This is an optimization exercise on Yosys and OpenROAD, whose aim is small area and a short achievable clock period, not a production implementation.
Function was checked by simulation only, so behaviour that the tests miss may differ from the original.
Power figures rest on the tool's default switching activity, not on a simulated workload. No driver is modelled on the clock port, so clocking that relies on it looks cheaper here than on a real chip.

== north ==
==> module recorder, before the edit <==
module recorder
(
  input  logic    clock,
  input  logic    reset,
  input  logic    sample_strobe,
  input  voice_recorder_pkg::sample_t mic_sample,
  input  logic    playback,
  output voice_recorder_pkg::sample_t audio_out,
  output logic [5:0] slot
);
  logic playback_q;
  logic mode_change;
  logic [$clog2(voice_recorder_pkg::DECIMATION)-1:0] decim_count;
  logic decim_last;
  voice_recorder_pkg::addr_t addr;
  voice_recorder_pkg::addr_t next_addr;
  voice_recorder_pkg::addr_t play_next;
  voice_recorder_pkg::addr_t last_addr;
  logic single_word;
  logic full;
  logic write_enable;
  voice_recorder_pkg::addr_t addr_on_strobe;
  voice_recorder_pkg::sample_t last_stored;
  logic [6:0] first_sample;
  logic strobe_d1;
  logic strobe_d2;
  logic strobe_d3;
  logic entered_d1;
  logic entered_d2;
  logic [16*7-1:0] taps;
  logic [8*7-1:0] pair_taps;
  logic [3:0] fetch_ring;
  logic [2:0] fetch_echo_pair;
  logic [2:0] fetch_pair;
  logic [5:0] fetch_slot;
  logic fetch_echo;
  logic fetch_match;
  logic fetch_pending;
  logic fetch_hit;
  logic fetch_start;
  logic [6:0] fetch_s;
  logic [6:0] fetch_e;
  voice_recorder_pkg::sample_t next_mix;
  voice_recorder_pkg::sample_t cur_mix;
  voice_recorder_pkg::sample_t first_mix;
  sample_ram i_sample_ram (
    .clock         (clock),
    .reset         (reset),
    .write_request (write_enable),
    .write_addr    (addr),
    .write_data    (last_stored[7:1]),
    .slot          (slot),
    .taps          (taps)
  );
  assign mode_change = playback ^ playback_q;
  assign decim_last = (decim_count == voice_recorder_pkg::DECIMATION - 1);
  assign next_addr = addr + 1'b1;
  assign full = (addr == '1);
  assign play_next = (addr == last_addr) ? '0 : next_addr;
  assign write_enable = sample_strobe && !playback_q && !mode_change &&
                        decim_count == '0 && !full;
  assign addr_on_strobe = playback_q ? (decim_last ? play_next : addr) :
                          (decim_count == '0 && !full) ? next_addr : addr;
  always_ff @(posedge clock)
  begin
    if (reset)
    begin
      playback_q <= 1'b0;
      decim_count <= '0;
      addr <= '0;
      last_addr <= '0;
      single_word <= 1'b1;
    end
    else
    begin
      playback_q <= playback;
      if (mode_change)
      begin
        decim_count <= '0;
        addr <= '0;
        if (playback)
        begin
          last_addr <= (addr == '0) ? '0 : addr - 1'b1;
          single_word <= (addr[9:1] == '0);
        end
      end
      else if (sample_strobe)
      begin
        decim_count <= decim_last ? '0 : decim_count + 1'b1;
        addr <= addr_on_strobe;
      end
    end
  end
  always_ff @(posedge clock)
  begin
    if (write_enable)
      last_stored <= mic_sample;
    if (write_enable && addr == '0)
      first_sample <= mic_sample[7:1];
  end
  always_ff @(posedge clock)
  begin
    fetch_ring <= play_next[9:6];
    fetch_slot <= play_next[5:0];
  end
  assign fetch_echo = (fetch_ring[3:2] != '0) || (fetch_ring[1] && (fetch_ring[0] || fetch_slot != '0));
  assign fetch_pair = fetch_ring[3:1];
  assign fetch_echo_pair = fetch_pair - 1'b1;
  for (genvar p = 0; p < 8; p++)
  begin : g_pair
    assign pair_taps[p*7 +: 7] = fetch_ring[0] ? taps[(2*p+1)*7 +: 7] : taps[2*p*7 +: 7];
  end
  always_ff @(posedge clock)
  begin
    fetch_s <= pair_taps[fetch_pair*7 +: 7];
    fetch_e <= pair_taps[(fetch_echo ? fetch_echo_pair : fetch_pair)*7 +: 7];
    fetch_match <= (slot == fetch_slot);
  end
  assign fetch_start = (entered_d2 && playback_q) || (strobe_d2 && playback_q && decim_count == '0);
  assign fetch_hit = fetch_pending && fetch_match;
  always_ff @(posedge clock)
  begin
    if (reset)
      fetch_pending <= 1'b0;
    else if (fetch_start)
      fetch_pending <= 1'b1;
    else if (fetch_hit)
      fetch_pending <= 1'b0;
  end
  always_ff @(posedge clock)
  begin
    if (fetch_hit)
      next_mix <= {1'b0, fetch_s} + {2'b00, fetch_s[6:1]} + {2'b00, fetch_e[6:1]};
  end
  assign first_mix = {first_sample[6:1], 1'b0, first_sample[0]};
  always_ff @(posedge clock)
  begin
    if (reset)
    begin
      entered_d1 <= 1'b0;
      entered_d2 <= 1'b0;
    end
    else
    begin
      entered_d1 <= mode_change && playback;
      entered_d2 <= entered_d1;
    end
  end
  always_ff @(posedge clock)
  begin
    if (mode_change && playback)
      cur_mix <= first_mix;
    else if (strobe_d3 && playback_q && decim_count == '0 && !single_word)
      cur_mix <= next_mix;
  end
  always_ff @(posedge clock)
  begin
    if (reset)
    begin
      strobe_d1 <= 1'b0;
      strobe_d2 <= 1'b0;
      strobe_d3 <= 1'b0;
      audio_out <= '0;
    end
    else
    begin
      strobe_d1 <= sample_strobe;
      strobe_d2 <= strobe_d1;
      strobe_d3 <= strobe_d2;
      if (strobe_d2)
        audio_out <= playback_q ? cur_mix : last_stored;
    end
  end
endmodule
export LEC_CHECK = 0
export CAP_MARGIN = 20
export CORE_MARGIN = 2
export CORE_UTILIZATION = 50
export CTS_CLUSTER_DIAMETER = 80
export CTS_CLUSTER_SIZE = 30
export SLEW_MARGIN = 20
create_clock -name core_clock -period 10.0 [get_ports {clock}]
standard.sh (not shown) runs the stock make flow with config.mk's settings and CLKGATE_MAP_FILE= SYNTH_SCRIPT=/design/flow/synth_recipe.tcl, a recipe that flattens the netlist after the stock synthesis.
==> flow/flow/run.sh <==
#!/bin/bash
# Standard ORFS layout with buf_4 port buffers, a setup repair target tighter than the
# clock, and clock tree synthesis without dummy balancing loads.
set -euo pipefail
bash standard.sh \
  BUFFER_PORTS_ARGS="-buffer_cell sky130_fd_sc_hd__buf_4" \
  SETUP_SLACK_MARGIN=6.6 \
  CTS_ARGS="-sink_clustering_enable -repair_clock_nets -sink_clustering_size 30 -sink_clustering_max_diameter 80 -dont_use_dummy_load" \
  finish > standard.log 2>&1
In summary, north completed successfully, with a layout that passed the timing, DRC and antenna checks.
### north -> south
-- flow/design.v --
<<< north, line 277
  voice_recorder_pkg::addr_t next_addr;
  voice_recorder_pkg::addr_t play_next;
  voice_recorder_pkg::addr_t last_addr;
  logic single_word;
  logic full;
  logic write_enable;
>>> south, line 277
  voice_recorder_pkg::addr_t next_addr;
  voice_recorder_pkg::addr_t play_next;
  voice_recorder_pkg::addr_t record_length;
  logic full;
  logic write_enable;
<<< north, line 293
  logic [3:0] fetch_ring;
  logic [2:0] fetch_echo_pair;
  logic [2:0] fetch_pair;
  logic [5:0] fetch_slot;
  logic fetch_echo;
>>> south, line 292
  logic [3:0] fetch_ring;
  logic [2:0] fetch_echo_pair;
  logic [5:0] fetch_slot;
  logic fetch_echo;
<<< north, line 318
  assign next_addr = addr + 1'b1;
  assign full = (addr == '1);
  assign play_next = (addr == last_addr) ? '0 : next_addr;
  assign write_enable = sample_strobe && !playback_q && !mode_change &&
                        decim_count == '0 && !full;
>>> south, line 316
  assign next_addr = addr + 1'b1;
  assign full = (addr == '1);
  assign play_next = (next_addr >= record_length) ? '0 : next_addr;
  assign write_enable = sample_strobe && !playback_q && !mode_change &&
                        decim_count == '0 && !full;
<<< north, line 330
      decim_count <= '0;
      addr <= '0;
      last_addr <= '0;
      single_word <= 1'b1;
    end
    else
>>> south, line 328
      decim_count <= '0;
      addr <= '0;
      record_length <= '0;
    end
    else
<<< north, line 341
        addr <= '0;
        if (playback)
        begin
          last_addr <= (addr == '0) ? '0 : addr - 1'b1;
          single_word <= (addr[9:1] == '0);
        end
      end
      else if (sample_strobe)
>>> south, line 338
        addr <= '0;
        if (playback)
          record_length <= addr;
      end
      else if (sample_strobe)
<<< north, line 363
  begin
    fetch_ring <= play_next[9:6];
    fetch_slot <= play_next[5:0];
  end
  assign fetch_echo = (fetch_ring[3:2] != '0) || (fetch_ring[1] && (fetch_ring[0] || fetch_slot != '0));
  assign fetch_pair = fetch_ring[3:1];
  assign fetch_echo_pair = fetch_pair - 1'b1;
  for (genvar p = 0; p < 8; p++)
  begin : g_pair
>>> south, line 357
  begin
    fetch_ring <= play_next[9:6];
    fetch_echo_pair <= play_next[9:7] - 1'b1;
    fetch_slot <= play_next[5:0];
    fetch_echo <= (play_next > voice_recorder_pkg::addr_t'(voice_recorder_pkg::ECHO_DELAY));
  end
  for (genvar p = 0; p < 8; p++)
  begin : g_pair
<<< north, line 374
  always_ff @(posedge clock)
  begin
    fetch_s <= pair_taps[fetch_pair*7 +: 7];
    fetch_e <= pair_taps[(fetch_echo ? fetch_echo_pair : fetch_pair)*7 +: 7];
    fetch_match <= (slot == fetch_slot);
  end
>>> south, line 367
  always_ff @(posedge clock)
  begin
    fetch_s <= pair_taps[fetch_ring[3:1]*7 +: 7];
    fetch_e <= fetch_echo ? pair_taps[fetch_echo_pair*7 +: 7] : pair_taps[fetch_ring[3:1]*7 +: 7];
    fetch_match <= (slot == fetch_slot);
  end
<<< north, line 394
      next_mix <= {1'b0, fetch_s} + {2'b00, fetch_s[6:1]} + {2'b00, fetch_e[6:1]};
  end
  assign first_mix = {first_sample[6:1], 1'b0, first_sample[0]};
  always_ff @(posedge clock)
  begin
>>> south, line 387
      next_mix <= {1'b0, fetch_s} + {2'b00, fetch_s[6:1]} + {2'b00, fetch_e[6:1]};
  end
  assign first_mix = {1'b0, first_sample} + {2'b00, first_sample[6:1]} + {2'b00, first_sample[6:1]};
  always_ff @(posedge clock)
  begin
<<< north, line 412
    if (mode_change && playback)
      cur_mix <= first_mix;
    else if (strobe_d3 && playback_q && decim_count == '0 && !single_word)
      cur_mix <= next_mix;
  end
>>> south, line 405
    if (mode_change && playback)
      cur_mix <= first_mix;
    else if (strobe_d3 && playback_q && decim_count == '0 && record_length != '0)
      cur_mix <= next_mix;
  end
Findings:
Final critical-path setup slack delta (south − north): favourable. When south is measured against north, its number of clock-tree buffers in the layout turns out about 0.34% lower. Wire length of the first global-routing pass in south vs north: down about 7%. | met3 wirelength from detailed routing | lower: south |. Between south and north, the sequential cell count of the final layout figures differ only marginally. On sequential fraction of total cell area, south and north are basically level. Taking north as the reference point, the buffer count excluding the clock tree in the final layout of south falls by about 5%. Power per cell area across south and north: no real change. Post-CTS setup buffer count: south vs north up 5. Between south and north, the pin slew with the least headroom to its limit is lower for south. The total power on north is in line with that on south. Count of flip-flops with a built-in enable after synthesis: south higher than north. Against north as the reference, south delivers a lower post-detailed-route via-to-cell ratio.

[separate check: timing with driven ports]
The results above use ideal ports. As a check the final layouts listed here were re-extracted and re-timed, cells and wires unchanged. Step 1, drivers: a clkbuf_16 drives clock and a buf_2 each remaining input, both assumed. Step 2 moves the port delays by t, midway between the first and last clock arrival at a register: inputs arrive t later, outputs are due t later. That takes back most of the time a late clock gives input paths. Three values: ideal, step 1, step 2; two values: the first two.
run	shift t [ns]	slack for setup (ns)	hold WS [ns]	clock arrival spread, ns	slew at the worst register clock pin (ns)
north	0.957	6.627 / 6.536 / 5.976	0.255 / 0.255 / 0.255	0.115 / 0.116	0.11 / 0.11
south	0.930	6.640 / 6.548 / 6.166	0.222 / 0.222 / 0.222	0.136 / 0.137	0.11 / 0.11
After both steps setup and hold are still met in every run listed. The setup slack of north, which loses most, moves by -0.091 ns with the drivers and by -0.651 ns with both steps.
